This design comes from an exercise in tuning for small area and a short achievable clock period on the open sky130 flow, not from production work.
Where RTL was checked, it was by simulation tests only, not by an equivalence proof against the original.
Only the layout flow was run in run 2; the RTL was not checked for function there.

## flow/design.v (module list and top-level ports; edited modules follow where they fit)
// module gardner_ted: 965 lines
// module loop_filter_pi: 311 lines
// module symbol_nco: 32 lines
// module timing_recovery_top: 39 lines
module timing_recovery_top (
  input  logic               clk,
  input  logic               reset_n,
  input  logic [31:0]        sample_i,     
  output logic [31:0]        sym_o,        
  output logic               sym_valid_o,
  output logic [18:0]        err_o,        
  output logic signed [11:0] ctrl_o
);
  // ...
==> flow/flow/run.sh <==
#!/bin/bash
# The standard layout (the standard.sh, unchanged synthesis and steps) with
# two make settings: the timing repair steps aim for 6.4 ns of setup slack
# (SETUP_SLACK_MARGIN=6.4), and every input and output port still gets its own
# buffer, but a buf_1 rather than the default delay buffer (BUFFER_PORTS_ARGS);
# the repair steps resize the ones on critical paths. The make output goes to
# standard_flow.log; each ORFS step also keeps its own log under orfs/logs.
set -euo pipefail
bash standard.sh SETUP_SLACK_MARGIN=6.4 "BUFFER_PORTS_ARGS=-buffer_cell sky130_fd_sc_hd__buf_1" finish > standard_flow.log 2>&1
==> flow/standard.sh <==
#!/bin/bash
# synth_recipe.tcl (not shown) runs the flow's synth.tcl, then flattens the netlist and writes it again
# the make line also repeats each setting of config.mk as NAME=value (left out here)
make -C /OpenROAD-flow-scripts/flow DESIGN_CONFIG=/design/flow/config.mk WORK_HOME=/design/flow/orfs CLKGATE_MAP_FILE= SYNTH_SCRIPT=/design/flow/synth_recipe.tcl "${@:-finish}"
==> flow/config.mk <==
export PLATFORM = sky130hd
export DESIGN_NAME = timing_recovery_top
export DESIGN_NICKNAME = timing_recovery_top
export VERILOG_FILES = /design/flow/design.v
export SDC_FILE = /design/flow/constraint.sdc
export NUM_CORES = 4
export LEC_CHECK = 0
export CAP_MARGIN = 20
export CORE_MARGIN = 2
export CORE_UTILIZATION = 40
export CTS_CLUSTER_DIAMETER = 100
export CTS_CLUSTER_SIZE = 25
export SLEW_MARGIN = 20
==> flow/constraint.sdc <==
create_clock -name core_clock -period 12.0 [get_ports {clk}]
set_input_delay 2.4000 -clock core_clock [delete_from_list [all_inputs] [get_ports {clk}]]
set_output_delay 2.4000 -clock core_clock [all_outputs]
set_load 0.01 [all_outputs]
==> out/qor_table.md, run 1 <==
| Step | Item | This run |
|---|---|---|
| synthesis | Cells after Synth | 2,073 |
| final layout | Area occupied by registers | 8800 µm² |
| grt | Total grt overflow | 0 |
| setup path | Reg2Reg Depth | 15 |
| grt | Number of global-route vias before repair | 15,770 |
| synthesis | Dominant synthesized flop cell | sky130_fd_sc_hd__dfxtp_1 |
| setup path | CP max stage delay | 0.50 ns |
| timing | Min cycle time layout | 5.65 ns |
| grt | Routing usage on met2 | 0.319 |
| synthesis | Leading cell type by number of instances after synthesis | sky130_fd_sc_hd__dfxtp_1 |
| timing | Relative max-transition margin | 0.413 |
| final layout | Nets@finish | 2,520 |
| cts | Post-CTS repair timing setup buffer count | 29 |
| final layout | Commonest non-fill, non-tap cell in the layout | sky130_fd_sc_hd__dfxtp_1 |
| synthesis | Commonest cells in the synthesized netlist | sky130_fd_sc_hd__dfxtp_1 (408), sky130_fd_sc_hd__fa_1 (206), sky130_fd_sc_hd__a22oi_1 (183) |
| status | Run status | timing/DRC/antenna clean |
| timing | Final count of pins violating max slew | 0 |
| final layout | Antenna diodes | 0 |
| synthesis | Complex-gate fraction of the synthesized area | 0.135 |
| setup path | Critical-path top delay cell | sky130_fd_sc_hd__fa_1 |
| setup path | Most Frequent Cell on Critical Path | sky130_fd_sc_hd__fa_1 |
| routing | Total wire length | 59,000 µm |
| final layout | Final core utilization | 0.455 |
| timing | Actual slew at the worst max-slew pin | 0.871 ns |
| grt | GRT Total Usage | 0.196 |
| routing | Routed Antenna Nets | 0 |
| placement | Place WS | 5.26 ns |
| synthesis | Synthesized-area fraction occupied by and/or/nand/nor cells | 0.0522 |
| routing | WL met3 | 3760 µm |
| min path | Source of the worst hold timing path | u_ted.dline[3][25]$_DFF_P_ |
| synthesis | Fraction of synthesized cell area taken by the top area cell type | 0.353 |
| routing | Total via count in the routed design | 15,413 |
| timing | RSZ-0062 raised after global routing | yes |
| synthesis | XOR/XNOR Fraction of Synth Area | 0.104 |
| synthesis | Dominant combinational cell family by area after synthesis | adder cells |
| final layout | Commonest cells after routing, fill and taps aside | sky130_fd_sc_hd__dfxtp_1 (406), sky130_fd_sc_hd__fa_1 (161), sky130_fd_sc_hd__inv_1 (151), sky130_fd_sc_hd__a22oi_1 (149), sky130_fd_sc_hd__xor2_1 (143) |
| final layout | Total area of multi-input combinational cells | 13,800 µm² |
==> inputs of run 2 (changes only) <==
--- a/flow/design.v
+++ b/flow/design.v
@@ -321,34 +321,34 @@
   assign t275 = pp_q0_111 ^ pp_q1_126;
   assign s273 = t275 ^ pp_q2_141;
   assign c274 = (pp_q0_111 & pp_q1_126) | (pp_q2_141 & t275);
   assign t278 = s267 ^ c257;
   assign s276 = t278 ^ s270;
   assign c277 = (s267 & c257) | (s270 & t278);
   assign t281 = s273 ^ c260;
   assign s279 = t281 ^ s276;
-  assign c280 = (s273 & c260) | (s276 & t281);
+  assign c280 = t281 ? s276 : s273;
   assign s282 = c266 ^ c263;
   assign c283 = c266 & c263;
   assign t286 = hpr218 ^ pp_i0_6;
   assign s284 = t286 ^ pp_i1_21;
   assign c285 = (hpr218 & pp_i0_6) | (pp_i1_21 & t286);
   assign t289 = pp_i2_36 ^ pp_q0_112;
   assign s287 = t289 ^ pp_q1_127;
   assign c288 = (pp_i2_36 & pp_q0_112) | (pp_q1_127 & t289);
   assign t292 = pp_q2_142 ^ c268;
   assign s290 = t292 ^ c271;
   assign c291 = (pp_q2_142 & c268) | (c271 & t292);
   assign t295 = c274 ^ s284;
   assign s293 = t295 ^ s287;
   assign c294 = (c274 & s284) | (s287 & t295);
   assign t298 = c277 ^ s290;
   assign s296 = t298 ^ s293;
-  assign c297 = (c277 & s290) | (s293 & t298);
+  assign c297 = t298 ? s293 : c277;
   assign s299 = c283 ^ c280;
   assign c300 = c283 & c280;
   assign t303 = hpr219 ^ neg_i[3];
   assign s301 = t303 ^ neg_q[3];
   assign c302 = (hpr219 & neg_i[3]) | (neg_q[3] & t303);
   assign t306 = pp_i0_7 ^ pp_i1_22;
   assign s304 = t306 ^ pp_i2_37;
   assign c305 = (pp_i0_7 & pp_i1_22) | (pp_i2_37 & t306);
@@ -361,17 +361,17 @@
   assign t315 = c285 ^ c288;
   assign s313 = t315 ^ s304;
   assign c314 = (c285 & c288) | (s304 & t315);
   assign t318 = s307 ^ s310;
   assign s316 = t318 ^ c291;
   assign c317 = (s307 & s310) | (c291 & t318);
   assign t321 = c294 ^ s313;
   assign s319 = t321 ^ s316;
-  assign c320 = (c294 & s313) | (s316 & t321);
+  assign c320 = t321 ? s316 : c294;
   assign s322 = c297 ^ c300;
   assign c323 = c297 & c300;
   assign t326 = hpr220 ^ pp_i0_8;
   assign s324 = t326 ^ pp_i1_23;
   assign c325 = (hpr220 & pp_i0_8) | (pp_i1_23 & t326);
   assign t329 = pp_i2_38 ^ pp_i3_53;
   assign s327 = t329 ^ pp_q0_114;
   assign c328 = (pp_i2_38 & pp_i3_53) | (pp_q0_114 & t329);
@@ -384,17 +384,17 @@
   assign t338 = s324 ^ s327;
   assign s336 = t338 ^ s330;
   assign c337 = (s324 & s327) | (s330 & t338);
   assign t341 = c311 ^ c314;
   assign s339 = t341 ^ s333;
   assign c340 = (c311 & c314) | (s333 & t341);
   assign t344 = s336 ^ c317;
   assign s342 = t344 ^ s339;
-  assign c343 = (s336 & c317) | (s339 & t344);
+  assign c343 = t344 ? s339 : s336;
   assign s345 = c320 ^ c323;
   assign c346 = c320 & c323;
   assign t349 = hpr221 ^ neg_i[4];
   assign s347 = t349 ^ neg_q[4];
   assign c348 = (hpr221 & neg_i[4]) | (neg_q[4] & t349);
   assign t352 = pp_i0_9 ^ pp_i1_24;
   assign s350 = t352 ^ pp_i2_39;
   assign c351 = (pp_i0_9 & pp_i1_24) | (pp_i2_39 & t352);
@@ -410,20 +410,20 @@
   assign t364 = c328 ^ c331;
   assign s362 = t364 ^ s350;
   assign c363 = (c328 & c331) | (s350 & t364);
   assign t367 = s353 ^ s356;
   assign s365 = t367 ^ c334;
   assign c366 = (s353 & s356) | (c334 & t367);
   assign t370 = c337 ^ s359;
   assign s368 = t370 ^ s362;
-  assign c369 = (c337 & s359) | (s362 & t370);
+  assign c369 = t370 ? s362 : c337;
   assign t373 = c340 ^ s365;
   assign s371 = t373 ^ s368;
-  assign c372 = (c340 & s365) | (s368 & t373);
+  assign c372 = t373 ? s368 : c340;
   assign s374 = c343 ^ c346;
   assign c375 = c343 & c346;
   assign t378 = hpr222 ^ pp_i0_10;
   assign s376 = t378 ^ pp_i1_25;
   assign c377 = (hpr222 & pp_i0_10) | (pp_i1_25 & t378);
   assign t381 = pp_i2_40 ^ pp_i3_55;
   assign s379 = t381 ^ pp_i4_68;
   assign c380 = (pp_i2_40 & pp_i3_55) | (pp_i4_68 & t381);
@@ -439,20 +439,20 @@
   assign t393 = s376 ^ s379;
   assign s391 = t393 ^ s382;
   assign c392 = (s376 & s379) | (s382 & t393);
   assign t396 = s385 ^ c360;
   assign s394 = t396 ^ c363;
   assign c395 = (s385 & c360) | (c363 & t396);
   assign t399 = s388 ^ s391;
   assign s397 = t399 ^ c366;
-  assign c398 = (s388 & s391) | (c366 & t399);
+  assign c398 = t399 ? c366 : s388;
   assign t402 = c369 ^ s394;
   assign s400 = t402 ^ s397;
-  assign c401 = (c369 & s394) | (s397 & t402);
+  assign c401 = t402 ? s397 : c369;
   assign s403 = c372 ^ c375;
   assign c404 = c372 & c375;
   assign t407 = hpr223 ^ neg_i[5];
   assign s405 = t407 ^ neg_q[5];
   assign c406 = (hpr223 & neg_i[5]) | (neg_q[5] & t407);
   assign t410 = pp_i0_11 ^ pp_i1_26;
   assign s408 = t410 ^ pp_i2_41;
   assign c409 = (pp_i0_11 & pp_i1_26) | (pp_i2_41 & t410);
@@ -474,20 +474,20 @@
   assign t428 = s414 ^ s417;
   assign s426 = t428 ^ c386;
   assign c427 = (s414 & s417) | (c386 & t428);
   assign t431 = c389 ^ c392;
   assign s429 = t431 ^ s420;
   assign c430 = (c389 & c392) | (s420 & t431);
   assign t434 = s423 ^ s426;
   assign s432 = t434 ^ c395;
-  assign c433 = (s423 & s426) | (c395 & t434);
+  assign c433 = t434 ? c395 : s423;
   assign t437 = s429 ^ c398;
   assign s435 = t437 ^ s432;
-  assign c436 = (s429 & c398) | (s432 & t437);
+  assign c436 = t437 ? s432 : s429;
   assign s438 = c401 ^ c404;
   assign c439 = c401 & c404;
   assign t442 = hpr224 ^ pp_i0_12;
   assign s440 = t442 ^ pp_i1_27;
   assign c441 = (hpr224 & pp_i0_12) | (pp_i1_27 & t442);
   assign t445 = pp_i2_42 ^ pp_i3_57;
   assign s443 = t445 ^ pp_i4_70;
   assign c444 = (pp_i2_42 & pp_i3_57) | (pp_i4_70 & t445);
@@ -509,20 +509,20 @@
   assign t463 = s449 ^ c421;
   assign s461 = t463 ^ c424;
   assign c462 = (s449 & c421) | (c424 & t463);
   assign t466 = s452 ^ s455;
   assign s464 = t466 ^ c427;
   assign c465 = (s452 & s455) | (c427 & t466);
   assign t469 = s458 ^ c430;
   assign s467 = t469 ^ s461;
-  assign c468 = (s458 & c430) | (s461 & t469);
+  assign c468 = t469 ? s461 : s458;
   assign t472 = s464 ^ c433;
   assign s470 = t472 ^ s467;
-  assign c471 = (s464 & c433) | (s467 & t472);
+  assign c471 = t472 ? s467 : s464;
   assign s473 = c436 ^ s470;
   assign c474 = c436 & s470;
   assign t477 = hpr225 ^ neg_i[6];
   assign s475 = t477 ^ neg_q[6];
   assign c476 = (hpr225 & neg_i[6]) | (neg_q[6] & t477);
   assign t480 = pp_i0_13 ^ pp_i1_28;
   assign s478 = t480 ^ pp_i2_43;
   assign c479 = (pp_i0_13 & pp_i1_28) | (pp_i2_43 & t480);
@@ -547,23 +547,23 @@
   assign t501 = s484 ^ s487;
   assign s499 = t501 ^ s490;
   assign c500 = (s484 & s487) | (s490 & t501);
   assign t504 = c453 ^ c456;
   assign s502 = t504 ^ c459;
   assign c503 = (c453 & c456) | (c459 & t504);
   assign t507 = s493 ^ s496;
   assign s505 = t507 ^ s499;
-  assign c506 = (s493 & s496) | (s499 & t507);
+  assign c506 = t507 ? s499 : s493;
   assign t510 = c462 ^ c465;
   assign s508 = t510 ^ s502;
-  assign c509 = (c462 & c465) | (s502 & t510);
+  assign c509 = t510 ? s502 : c462;
   assign t513 = s505 ^ c468;
   assign s511 = t513 ^ s508;
-  assign c512 = (s505 & c468) | (s508 & t513);
+  assign c512 = t513 ? s508 : s505;
   assign s514 = c471 ^ s511;
   assign c515 = c471 & s511;
   assign t518 = hpr226 ^ pp_i0_14;
   assign s516 = t518 ^ pp_i1_29;
   assign c517 = (hpr226 & pp_i0_14) | (pp_i1_29 & t518);
   assign t521 = pp_i2_44 ^ pp_i3_59;
   assign s519 = t521 ^ pp_i4_72;
   assign c520 = (pp_i2_44 & pp_i3_59) | (pp_i4_72 & t521);
@@ -585,26 +585,26 @@
   assign t539 = s519 ^ s522;
   assign s537 = t539 ^ s525;
   assign c538 = (s519 & s522) | (s525 & t539);
   assign t542 = s528 ^ c491;
   assign s540 = t542 ^ c494;
   assign c541 = (s528 & c491) | (c494 & t542);
   assign t545 = c497 ^ s531;
   assign s543 = t545 ^ s534;
-  assign c544 = (c497 & s531) | (s534 & t545);
+  assign c544 = t545 ? s534 : c497;
   assign t548 = s537 ^ c500;
   assign s546 = t548 ^ c503;
-  assign c547 = (s537 & c500) | (c503 & t548);
+  assign c547 = t548 ? c503 : s537;
   assign t551 = s540 ^ s543;
   assign s549 = t551 ^ c506;
-  assign c550 = (s540 & s543) | (c506 & t551);
+  assign c550 = t551 ? c506 : s540;
   assign t554 = c509 ^ s546;
   assign s552 = t554 ^ s549;
-  assign c553 = (c509 & s546) | (s549 & t554);
+  assign c553 = t554 ? s549 : c509;
   assign s555 = c512 ^ c515;
   assign c556 = c512 & c515;
   assign t559 = hpr227 ^ neg_i[7];
   assign s557 = t559 ^ neg_q[7];
   assign c558 = (hpr227 & neg_i[7]) | (neg_q[7] & t559);
   assign t562 = pp_i0_15 ^ pp_i1_30;
   assign s560 = t562 ^ pp_i2_45;
   assign c561 = (pp_i0_15 & pp_i1_30) | (pp_i2_45 & t562);
@@ -632,26 +632,26 @@
   assign t586 = s566 ^ s569;
   assign s584 = t586 ^ s572;
   assign c585 = (s566 & s569) | (s572 & t586);
   assign t589 = c532 ^ c535;
   assign s587 = t589 ^ c538;
   assign c588 = (c532 & c535) | (c538 & t589);
   assign t592 = s575 ^ s578;
   assign s590 = t592 ^ s581;
-  assign c591 = (s575 & s578) | (s581 & t592);
+  assign c591 = t592 ? s581 : s575;
   assign t595 = s584 ^ c541;
   assign s593 = t595 ^ c544;
-  assign c594 = (s584 & c541) | (c544 & t595);
+  assign c594 = t595 ? c544 : s584;
   assign t598 = s587 ^ s590;
   assign s596 = t598 ^ c547;
-  assign c597 = (s587 & s590) | (c547 & t598);
+  assign c597 = t598 ? c547 : s587;
   assign t601 = s593 ^ c550;
   assign s599 = t601 ^ s596;
-  assign c600 = (s593 & c550) | (s596 & t601);
+  assign c600 = t601 ? s596 : s593;
   assign s602 = c553 ^ s599;
   assign c603 = c553 & s599;
   assign t606 = hpr228 ^ pp_i0_16;
   assign s604 = t606 ^ pp_i1_31;
   assign c605 = (hpr228 & pp_i0_16) | (pp_i1_31 & t606);
   assign t609 = pp_i2_46 ^ pp_i3_61;
   assign s607 = t609 ^ pp_i4_74;
   assign c608 = (pp_i2_46 & pp_i3_61) | (pp_i4_74 & t609);
@@ -679,26 +679,26 @@
   assign t633 = s616 ^ s619;
   assign s631 = t633 ^ c576;
   assign c632 = (s616 & s619) | (c576 & t633);
   assign t636 = c579 ^ c582;
   assign s634 = t636 ^ c585;
   assign c635 = (c579 & c582) | (c585 & t636);
   assign t639 = s622 ^ s625;
   assign s637 = t639 ^ s628;
-  assign c638 = (s622 & s625) | (s628 & t639);
+  assign c638 = t639 ? s628 : s622;
   assign t642 = c588 ^ s631;
   assign s640 = t642 ^ c591;
-  assign c641 = (c588 & s631) | (c591 & t642);
+  assign c641 = t642 ? c591 : c588;
   assign t645 = s634 ^ s637;
   assign s643 = t645 ^ c594;
-  assign c644 = (s634 & s637) | (c594 & t645);
+  assign c644 = t645 ? c594 : s634;
   assign t648 = s640 ^ c597;
   assign s646 = t648 ^ s643;
-  assign c647 = (s640 & c597) | (s643 & t648);
+  assign c647 = t648 ? s643 : s640;
   assign s649 = c600 ^ s646;
   assign c650 = c600 & s646;
   assign t653 = hpr229 ^ pp_i0_17;
   assign s651 = t653 ^ pp_i1_32;
   assign c652 = (hpr229 & pp_i0_17) | (pp_i1_32 & t653);
   assign t656 = pp_i2_47 ^ pp_i3_62;
   assign s654 = t656 ^ pp_i4_75;
   assign c655 = (pp_i2_47 & pp_i3_62) | (pp_i4_75 & t656);
@@ -726,26 +726,26 @@
   assign t680 = c620 ^ c623;
   assign s678 = t680 ^ c626;
   assign c679 = (c620 & c623) | (c626 & t680);
   assign t683 = c629 ^ s666;
   assign s681 = t683 ^ s669;
   assign c682 = (c629 & s666) | (s669 & t683);
   assign t686 = s672 ^ s675;
   assign s684 = t686 ^ c632;
-  assign c685 = (s672 & s675) | (c632 & t686);
+  assign c685 = t686 ? c632 : s672;
   assign t689 = c635 ^ c638;
   assign s687 = t689 ^ s678;
-  assign c688 = (c635 & c638) | (s678 & t689);
+  assign c688 = t689 ? s678 : c635;
   assign t692 = s681 ^ s684;
   assign s690 = t692 ^ c641;
-  assign c691 = (s681 & s684) | (c641 & t692);
+  assign c691 = t692 ? c641 : s681;
   assign t695 = s687 ^ c644;
   assign s693 = t695 ^ s690;
-  assign c694 = (s687 & c644) | (s690 & t695);
+  assign c694 = t695 ? s690 : s687;
   assign s696 = c647 ^ s693;
   assign c697 = c647 & s693;
   assign s698 = ~(hpr230 ^ pp_i1_33);
   assign c699 = hpr230 | pp_i1_33;
   assign t702 = pp_i2_48 ^ pp_i3_63;
   assign s700 = t702 ^ pp_i4_76;
   assign c701 = (pp_i2_48 & pp_i3_63) | (pp_i4_76 & t702);
   assign t705 = pp_i5_87 ^ pp_i6_96;
@@ -769,29 +769,29 @@
   assign t723 = s706 ^ s709;
   assign s721 = t723 ^ c667;
   assign c722 = (s706 & s709) | (c667 & t723);
   assign t726 = c670 ^ c673;
   assign s724 = t726 ^ c676;
   assign c725 = (c670 & c673) | (c676 & t726);
   assign t729 = s712 ^ s715;
   assign s727 = t729 ^ s718;
-  assign c728 = (s712 & s715) | (s718 & t729);
+  assign c728 = t729 ? s718 : s712;
   assign t732 = c679 ^ c682;
   assign s730 = t732 ^ s721;
-  assign c731 = (c679 & c682) | (s721 & t732);
+  assign c731 = t732 ? s721 : c679;
   assign t735 = s724 ^ s727;
   assign s733 = t735 ^ c685;
-  assign c734 = (s724 & s727) | (c685 & t735);
+  assign c734 = t735 ? c685 : s724;
   assign t738 = c688 ^ s730;
   assign s736 = t738 ^ s733;
-  assign c737 = (c688 & s730) | (s733 & t738);
+  assign c737 = t738 ? s733 : c688;
   assign t741 = c691 ^ s736;
   assign s739 = t741 ^ c694;
-  assign c740 = (c691 & s736) | (c694 & t741);
+  assign c740 = t741 ? c694 : c691;
   assign s742 = ~(hpr231 ^ pp_i1_34);
   assign c743 = hpr231 | pp_i1_34;
   assign t746 = pp_i2_49 ^ pp_i3_64;
   assign s744 = t746 ^ pp_i4_77;
   assign c745 = (pp_i2_49 & pp_i3_64) | (pp_i4_77 & t746);
   assign t749 = pp_i5_88 ^ pp_i6_97;
   assign s747 = t749 ^ pp_i7_104;
   assign c748 = (pp_i5_88 & pp_i6_97) | (pp_i7_104 & t749);
@@ -813,26 +813,26 @@
   assign t767 = s750 ^ s753;
   assign s765 = t767 ^ c713;
   assign c766 = (s750 & s753) | (c713 & t767);
   assign t770 = c716 ^ c719;
   assign s768 = t770 ^ s756;
   assign c769 = (c716 & c719) | (s756 & t770);
   assign t773 = s759 ^ s762;
   assign s771 = t773 ^ c722;
-  assign c772 = (s759 & s762) | (c722 & t773);
+  assign c772 = t773 ? c722 : s759;
   assign t776 = c725 ^ s765;
   assign s774 = t776 ^ c728;
-  assign c775 = (c725 & s765) | (c728 & t776);
+  assign c775 = t776 ? c728 : c725;
   assign t779 = s768 ^ c731;
   assign s777 = t779 ^ s771;
-  assign c778 = (s768 & c731) | (s771 & t779);
+  assign c778 = t779 ? s771 : s768;
   assign t782 = s774 ^ c734;
   assign s780 = t782 ^ s777;
-  assign c781 = (s774 & c734) | (s777 & t782);
+  assign c781 = t782 ? s777 : s774;
   assign s783 = c737 ^ s780;
   assign c784 = c737 & s780;
   assign t787 = hpr232 ^ pp_i2_50;
   assign s785 = t787 ^ pp_i3_65;
   assign c786 = (hpr232 & pp_i2_50) | (pp_i3_65 & t787);
   assign t790 = pp_i4_78 ^ pp_i5_89;
   assign s788 = t790 ^ pp_i6_98;
   assign c789 = (pp_i4_78 & pp_i5_89) | (pp_i6_98 & t790);
@@ -854,26 +854,26 @@
   assign t808 = s794 ^ c757;
   assign s806 = t808 ^ c760;
   assign c807 = (s794 & c757) | (c760 & t808);
   assign t811 = c763 ^ s797;
   assign s809 = t811 ^ s800;
   assign c810 = (c763 & s797) | (s800 & t811);
   assign t814 = s803 ^ c766;
   assign s812 = t814 ^ c769;
-  assign c813 = (s803 & c766) | (c769 & t814);
+  assign c813 = t814 ? c769 : s803;
   assign t817 = s806 ^ s809;
   assign s815 = t817 ^ c772;
-  assign c816 = (s806 & s809) | (c772 & t817);
+  assign c816 = t817 ? c772 : s806;
   assign t820 = c775 ^ s812;
   assign s818 = t820 ^ s815;
-  assign c819 = (c775 & s812) | (s815 & t820);
+  assign c819 = t820 ? s815 : c775;
   assign t823 = c778 ^ c781;
   assign s821 = t823 ^ s818;
-  assign c822 = (c778 & c781) | (s818 & t823);
+  assign c822 = t823 ? s818 : c778;
   assign x824 = ~(hpr233 ^ pp_i2_51);
   assign x825 = pp_i3_66 ^ pp_i4_79 ^ pp_i5_90;
   assign x826 = pp_i6_99 ^ pp_i7_106 ^ pp_q2_157;
   assign x827 = pp_q3_172 ^ pp_q4_185 ^ pp_q5_196;
   assign x828 = pp_q6_205 ^ pp_q7_212 ^ c786;
   assign x829 = c789 ^ c792 ^ c795;
   assign x830 = c798 ^ c801 ^ c804;
   assign x831 = c807 ^ c810 ^ c813;
==> run 2 against run 1 <==
Effect of this change:
- still clean
- critical path type is now reg -> out
- clock-buffer cell count decreased by 1
- register-to-register slack worse by 0.03 ns
- sequential cell count did not move
==> out/qor_table.md, run 2 <==
| Step | Item | This run | Delta |
|---|---|---|---|
| min path | Worst hold path cell count | 0 |  |
| synthesis | Count of cell types in the netlist | 76 |  |
| floorplanning | Die outline width | 248 µm |  |
| synthesis | Proportion of synthesized area in mux cells | 0.0241 |  |
| routing | Routed via count divided by cell count | 5.31 |  |
| synthesis | Count of synthesis-stage warnings from yosys | 4 |  |
| setup path | Critical path, cell by cell | ha_4 > ha_4 > inv_2 > fa_2 > nor2b_2 > o211a_1 > o21a_1 > o311a_1 > or3_4 > and2_4 > inv_8 > buf_6 |  |
| setup path | Largest delay contributor family on the critical path | compound AO/OA/AOI/OAI gates |  |
| synthesis | Cells after Synth | 2,258 | +8.9% |
| flow run | Max-capacitance violation count | 0 |  |
| placement | Place WS | 5.21 ns | -0.0585 ns |
| setup path | Capturing element type of the critical path | primary output |  |
| synthesis | Seq/Total Area, Yosys | 0.369 |  |
| floorplanning | Total core area | 58,900 µm² |  |
| final layout | Final core utilization | 0.451 | -0.00365 |
| grt | GRT Total Usage | 0.196 | about the same |
| routing | Total via count in the routed design | 16,502 | +7.1% |
| synthesis | Adder-cell area share of the yosys netlist | 0.218 |  |
| timing | Final count of pins violating max slew | 0 | unchanged |
| final layout | Top reg by flops | u_ted.dline |  |
| setup path | Minimum setup slack among reg-to-reg paths | 6.47 ns |  |
| final layout | Non-filler instance count after layout | 3,109 |  |
| placement | Number of placed instances with taps included | 3,040 |  |
| cts | Maximum level of the CTS H-tree | 1 |  |
| cts | Clock tree from TritonCTS | done |  |
| synthesis | Net count of the mapped netlist | 2,583 |  |
| timing | Relative max-transition margin | 0.244 | -0.168 |
| timing | Number of hold violations in the final report | 0 |  |
| cts | Latest clock arrival within the worst-skew pair | 0.59 ns |  |
| final layout | Commonest non-fill, non-tap cell in the layout | sky130_fd_sc_hd__dfxtp_1 |  |
| synthesis | Share of synthesized registers carrying an async set or reset | 0 |  |
| floorplanning | Vertical extent of the die | 248 µm |  |
| timing | Min cycle time layout | 5.56 ns | -0.0897 ns |
| grt | Pin count of the biggest net entering global routing | 43 |  |
| setup path | CP max stage delay | 0.38 ns | -0.12 ns |
| grt | Global-route wire length before repair | 94,300 µm |  |
| grt | Number of global-route vias before repair | 16,518 | +4.7% |
| floorplanning | IO Count | 98 |  |
| cts | Hold buffers post-CTS | 0 |  |
| routing | Pre-Repair DR Iteration Count | 5 |  |
| setup path | Critical path buffers and inverters | 3 |  |
| cts | Number of buffers inserted during clock tree synthesis | 24 |  |
| routing | Initial drt markers | 1,073 |  |
| timing | Worst-case clock skew | 0.0340 ns |  |
| timing | Count of final setup violators | 0 |  |
| synthesis | Largest cells by area after synthesis | sky130_fd_sc_hd__dfxtp_1 (34%), sky130_fd_sc_hd__fa_1 (14%), sky130_fd_sc_hd__xnor2_1 (7.0%) |  |
| synthesis | Synthesized-area fraction occupied by and/or/nand/nor cells | 0.0660 | +0.0139 |
| synthesis | Average cell area after synthesis | 10.6 µm² |  |
| synthesis | Number of storage elements in the synthesis netlist | 429 |  |
| final layout | Commonest cells after routing, fill and taps aside | sky130_fd_sc_hd__dfxtp_1 (405), sky130_fd_sc_hd__xnor2_1 (186), sky130_fd_sc_hd__xor2_1 (167), sky130_fd_sc_hd__a22oi_1 (159), sky130_fd_sc_hd__fa_1 (142) |  |
| min path | Source of the worst hold timing path | u_ted.dline[8][17]$_DFF_P_ |  |
| synthesis | XOR/XNOR Fraction of Synth Area | 0.136 | +0.0314 |
| setup path | Most Frequent Cell on Critical Path | sky130_fd_sc_hd__ha_4 |  |
| routing | Remaining DRCs | 0 |  |
| min path | Endpoint of the worst hold path | u_ted.dline[9][17]$_DFF_P_ |  |
| setup path | Signal arrival time at the worst endpoint | 3.16 ns |  |
| timing | Setup Total Neg Slack | 0 ns |  |
| setup path | Crit path launch type | flop |  |
| setup path | Worst Path Max Fanout | 4 |  |
| cts | Clock sink count | 429 |  |
| final layout | Layout Area Growth over Synthesis | 11.5% |  |
| final layout | Biggest registers after layout | u_ted.dline: 320 flops, u_ted.t_q: 42 flops, u_ted.hp_q: 21 flops |  |
| synthesis | Leading cell type by number of instances after synthesis | sky130_fd_sc_hd__dfxtp_1 |  |
| floorplanning | Initial Util | 0.405 |  |
| routing | Routed Antenna Nets | 0 | unchanged |
| cts | Clock root buffer | sky130_fd_sc_hd__clkbuf_16 |  |
| floorplanning | Full die area | 61,500 µm² |  |
| timing | Final critical-path share of the clock period | 0.463 |  |
| final layout | Nets@finish | 2,650 | +5.2% |
| cts | Register clock-pin slew on the reported worst setup and hold paths | 0.09 ns |  |
| synthesis | Dominant combinational cell family by area after synthesis | adder cells |  |
| routing | Total wire length | 60,200 µm | +2.1% |
| synthesis | Fraction of synthesized cell area taken by the top area cell type | 0.343 | -0.00987 |
| synthesis | Cell taking the most area after synthesis | sky130_fd_sc_hd__dfxtp_1 |  |
| floorplanning | Count of standard-cell rows | 89 |  |
| synthesis | Post-synthesis instance area | 23,800 µm² |  |
| setup path | Reg2Reg Depth | 24 | +9 |
| setup path | Critical-path top delay cell | sky130_fd_sc_hd__or3_4 |  |
| final layout | Flip-flop count of the largest register after layout | 320 |  |
| setup path | Required @ worst endpoint | 9.60 ns |  |
| grt | Initial antenna violation count | 0 |  |
| status | Run status | timing/DRC/antenna clean |  |
| synthesis | Commonest cells in the synthesized netlist | sky130_fd_sc_hd__dfxtp_1 (408), sky130_fd_sc_hd__xnor2_1 (190), sky130_fd_sc_hd__xor2_1 (173) |  |
| timing | Actual slew at the worst max-slew pin | 1.13 ns | +0.254 ns |
| timing | Setup WS post-layout | 6.44 ns |  |
| final layout | # fillers | 5,513 |  |
| final layout | Share of cells above drive strength 1 | 0.117 |  |
| setup path | Reg2Reg Launch Point | u_ted.t_q[9]$_DFF_P_ |  |
| synthesis | Complex-gate fraction of the synthesized area | 0.141 | +0.00535 |
| placement | Total half-perimeter wirelength after legalization and detailed placement | 45,100 µm |  |
| placement | Placer Congestion | 0.910 |  |
| placement | Number of buffers added on ports | 97 |  |
| routing | Drt wl/cell | 19.4 µm |  |
| min path | Worst hold path class | reg -> reg |  |
| cts | CTS Buffer Depth | 3 |  |
| synthesis | EDFF count, synth | 21 |  |
| setup path | Start point of the critical path | u_ted.t_q[9]$_DFF_P_ |  |
| grt | Total grt overflow | 0 | unchanged |
| setup path | Crit Path Category | reg -> out |  |
| final layout | Antenna diodes | 0 | unchanged |
| timing | RSZ-0062 raised after global routing | yes |  |
| timing | Highest achievable clock rate | 180 MHz |  |
| synthesis | Dominant synthesized flop cell | sky130_fd_sc_hd__dfxtp_1 |  |
| setup path | Reg-to-reg critical path endpoint | u_lf.ctrl_q[10]$_SDFFE_PN0P_ |  |
==> run 2: per-stage QoR <==
step / instance area (µm²) / hold slack (ns)
after global placement: 25100 / 0.310
after floorplan: 24100 / 0.310
after detailed placement: 25100 / 0.312
after global routing: 26600 / 0.328
final: 26600 / 0.321
after CTS: 26100 / 0.324
==> run 2: cells by family (layout without fill, tap and decap cells) <==
group | Yosys count | in the layout
simple gates | 322 | 322
buf+inv | 271 | 348
fa+ha+maj | 325 | 325
flops | 429 | 429
xor+xnor | 366 | 366
mux | 56 | 56
compound gates | 489 | 490
==> run 2: how the worst max path moves through the flow <==
stage	endpoint	slack, ns	cells past startpoint
final	err_o[18]	6.44	12
after global routing	u_lf.ctrl_q[10]$_SDFFE_PN0P_	6.30	24
after CTS	u_ted.t_q[28]$_DFF_P_	6.34	21
after detailed placement	u_ted.t_q[28]$_DFF_P_	5.21	15
after global placement	u_ted.t_q[28]$_DFF_P_	5.25	15
after floorplan	u_ted.t_q[28]$_DFF_P_	6.21	16
==> run 2: area by class of cell <==
class / count / area (µm²) / area share
timing repair buffer: 172 / 1070 / 0.0404
multi-input combinational: 1559 / 14400 / 0.542
clock inverter: 12 / 156 / 0.00589
sequential: 429 / 8800 / 0.331
clock buffer: 25 / 626 / 0.0235
tap: 773 / 967 / 0.0364
inverter: 139 / 537 / 0.0202
==> run 2: repair_timing <==
action,CTS,global route
hold endpoints to repair,0,0
gates cloned,0,1
resized for setup,57,80
setup buffers,13,18
setup endpoints to repair,37,29
pin swaps,11,23
==> run 2: per-layer routing <==
layer  wire length (µm)  GRT usage  vias up
met3               3480     0.0333       89
met1              27800      0.274     8119
met2              26900      0.310      466
met5                  0          0        -
met4               1980     0.0590        0
li1                   -          -     7828

## what the ideal ports hide
The results above use ideal ports. As a check the final layouts listed here were re-extracted and re-timed, cells and wires unchanged. Step 1 assumes that a clkbuf_16 drives the clock port and a buf_2 every other input. Step 2 adds t to the input delays and takes it off the output delays; t is the mean of the earliest and latest rising clock arrival at the registers after step 1. Input paths then give back, and output paths get back, about the clock's delay inside the block. Slacks: ideal ports / drivers / drivers and shift; pairs: ideal ports / drivers.
| run | t (ns) | setup slack, ns | worst slew at a driven data input, ns |
|---|---|---|---|
| run 1 | 0.633 | 6.349 / 6.379 / 5.746 | 0.06 |
| run 2 | 0.631 | 6.438 / 6.380 / 5.903 | 0.07 |
After both steps setup and hold are still met in every run listed. The setup slack of run 1, which loses most, moves by +0.030 ns with the drivers and by -0.603 ns with both steps.
